Source: an optimization exercise on an open RTL-to-GDS flow (aim: small area and a short achievable clock period). Production flows keep margins and buffers that such runs may drop.
In this exercise RTL edits were held to simulation tests only and were not proved equivalent to the original.
No activity file was given, so power comes from the tool's default toggle rates.

// dmem_responder
module dmem_responder #(
  parameter int DEPTH       = 32,
  parameter int WAIT_CYCLES = 2
) (
  input  logic              Clk,
  input  logic              Rst,
  input  logic              reqValid,
  output logic              reqReady,
  input  logic              reqWrite,
  input  logic [63:0]       reqAddr,
  input  logic [1:0]        reqSize,
  input  logic [63:0]       reqWData,
  output logic              respValid,
  input  logic              respReady,
  output logic [63:0]       respRData,
  output logic              respErr,
  output logic [63:0]       dMemOut
);
Size: roughly 4,600 cells after synthesis, ~2,400 flip-flops.
clock: 5.0 ns
lec_check: 0
cap_margin: 20
core_margin: 2
core_utilization: 55
setup_slack_margin: 2.8
slew_margin: 20
synth_hierarchical: 1
synth_minimum_keep_size: 0
standard.sh (not shown) runs the stock make flow with config.mk's settings and CLKGATE_MAP_FILE= SYNTH_SCRIPT=/design/flow/synth_recipe.tcl, a recipe that flattens the netlist after the stock synthesis.
==> flow/flow/run.sh <==
#!/bin/bash
# The standard layout (standard.sh), with two changes to how it is made:
#  - every port still gets its own buffer, but a plain buf_2 instead of the
#    delay-cell buffer buffer_ports picks by default;
#  - clock tree synthesis adds no dummy loads and clusters up to 30 sinks per buffer.
# Each tool's output goes to standard.log (and ORFS's own logs under orfs/).
set -o pipefail
cd "$(dirname "$0")/.."
export BUFFER_PORTS_ARGS="-buffer_cell sky130_fd_sc_hd__buf_2"
export CTS_ARGS="-sink_clustering_enable -repair_clock_nets -dont_use_dummy_load -sink_clustering_size 30 -sink_clustering_max_diameter 60 -buf_list {sky130_fd_sc_hd__clkbuf_8 sky130_fd_sc_hd__clkbuf_16}"
bash standard.sh > standard.log 2>&1
The starting point completed with no timing, DRC or antenna violations.
Next try:
- CORE_UTILIZATION: 55 -> 62
- SETUP_SLACK_MARGIN: 2.8 -> 2.5
What happened: Critical path depth is higher by 4; via count went down by 5.6%; wire length goes down by 12%; non-clock buffer count drops by 241.
Next try:
--- a/flow/flow/run.sh
+++ b/flow/flow/run.sh
@@ -5 +5 @@
-#  - clock tree synthesis adds no dummy loads and clusters up to 30 sinks per buffer.
+#  - clock tree synthesis adds no dummy loads and clusters up to 40 sinks per buffer.
@@ -10 +10 @@
-export CTS_ARGS="-sink_clustering_enable -repair_clock_nets -dont_use_dummy_load -sink_clustering_size 30 -sink_clustering_max_diameter 60 -buf_list {sky130_fd_sc_hd__clkbuf_8 sky130_fd_sc_hd__clkbuf_16}"
+export CTS_ARGS="-sink_clustering_enable -repair_clock_nets -dont_use_dummy_load -sink_clustering_size 40 -sink_clustering_max_diameter 60 -buf_list {sky130_fd_sc_hd__clkbuf_8 sky130_fd_sc_hd__clkbuf_16}"
- CORE_UTILIZATION: 62 -> 55
The changed run finished with timing, DRC and antenna clean; via count barely changes; hold slack is about the same; clock-buffer cell count goes up by 2; routed wire length rose by 5.6%; clock power is about the same; power is higher by about 0.8%.

* * *

Starting RTL as in the previous note.
Settings: LEC_CHECK=0, ABC_CLOCK_PERIOD_IN_PS=2500, CAP_MARGIN=20, CORE_MARGIN=2, CORE_UTILIZATION=55, SETUP_SLACK_MARGIN=2.5, SLEW_MARGIN=20, SYNTH_HIERARCHICAL=1, SYNTH_MINIMUM_KEEP_SIZE=0; clock period 5.0 ns.
==> flow/flow/run.sh <==
#!/bin/bash
# The standard layout (standard.sh), with two changes to how it is made:
#  - every port still gets its own buffer, but a plain buf_2 instead of the
#    delay-cell buffer buffer_ports picks by default;
#  - clock tree synthesis adds no dummy loads and clusters up to 30 sinks per buffer.
# Each tool's output goes to standard.log (and ORFS's own logs under orfs/).
set -o pipefail
cd "$(dirname "$0")/.."
export BUFFER_PORTS_ARGS="-buffer_cell sky130_fd_sc_hd__buf_2"
export CTS_ARGS="-sink_clustering_enable -repair_clock_nets -dont_use_dummy_load -sink_clustering_size 30 -sink_clustering_max_diameter 60 -buf_list {sky130_fd_sc_hd__clkbuf_8 sky130_fd_sc_hd__clkbuf_16}"
bash standard.sh > standard.log 2>&1
Edit:
--- a/flow/config.mk
+++ b/flow/config.mk
@@ -6,9 +6,8 @@
 export NUM_CORES = 4
 export LEC_CHECK = 0
-export ABC_CLOCK_PERIOD_IN_PS = 2500
 export CAP_MARGIN = 20
 export CORE_MARGIN = 2
 export CORE_UTILIZATION = 55
-export SETUP_SLACK_MARGIN = 2.5
+export SETUP_SLACK_MARGIN = 3.1
 export SLEW_MARGIN = 20
 export SYNTH_HIERARCHICAL = 1
After rerunning: Via count increases by 6.5%. Sequential share of layout area decreases by 4.4 points. Cell area increases by 7.5%. Count of clock-buffer cells in the layout decreases by 1. Die area does not change. Wire length increases by 12%. Synthesized cell count is unchanged. Synthesized area does not change. Worst hold slack gets better by 0.016 ns.
Edit:
--- a/flow/config.mk
+++ b/flow/config.mk
@@ -9,5 +9,5 @@
 export CORE_MARGIN = 2
 export CORE_UTILIZATION = 55
-export SETUP_SLACK_MARGIN = 3.1
+export SETUP_SLACK_MARGIN = 2.5
 export SLEW_MARGIN = 20
 export SYNTH_HIERARCHICAL = 1
Result: The new run finished clean. Core utilization goes down by 4.6 points. Non-clock buffer count goes down by 288. Die area stays the same. Total power goes down by 3.7%. Clock-buffer cell count goes up by 1. Setup slack gets better by 0.041 ns. Routed wire length goes down by 11%. Cell area goes down by 6.9%. Global-route usage goes down by 4.2 points. First-iteration DRC count goes down by 5.2%. Final cell count goes down by 4.1%.

what the ideal ports hide:
In the flow no input, the clock included, has a driving cell. The finished layouts below were timed again as built, in two steps. Step 1 sets driving cells, clkbuf_16 on the clock port and buf_2 on the other inputs (assumed; they add their load-dependent delay and slew). Step 2 also shifts input and output timing later by t, the mid clock arrival at the registers, as if the neighbouring blocks saw the same clock. Slacks: ideal / step 1 / step 2; pairs: ideal / step 1.
run | t (ns) | setup WS [ns] | worst setup path after step 2 | worst register clock-pin slew, ns
the first run of note 1 | 0.863 | 2.409 / 2.328 / 1.872 | input to register | 0.11 / 0.11
the second run of note 1 | 0.822 | 2.434 / 2.434 / 1.832 | input to register | 0.10 / 0.10
the third run of note 1 | 0.850 | 2.467 / 2.415 / 1.682 | input to register | 0.11 / 0.11
the first run of note 2 | 0.853 | 2.469 / 2.409 / 1.705 | input to register | 0.11 / 0.11
the second run of note 2 | 0.869 | 2.428 / 2.341 / 1.863 | input to register | 0.11 / 0.11
the third run of note 2 | 0.853 | 2.469 / 2.409 / 1.705 | input to register | 0.11 / 0.11
After both steps setup and hold are still met in every run listed. The setup slack of the third run of note 1, which loses most, moves by -0.052 ns with the drivers and by -0.785 ns with both steps.
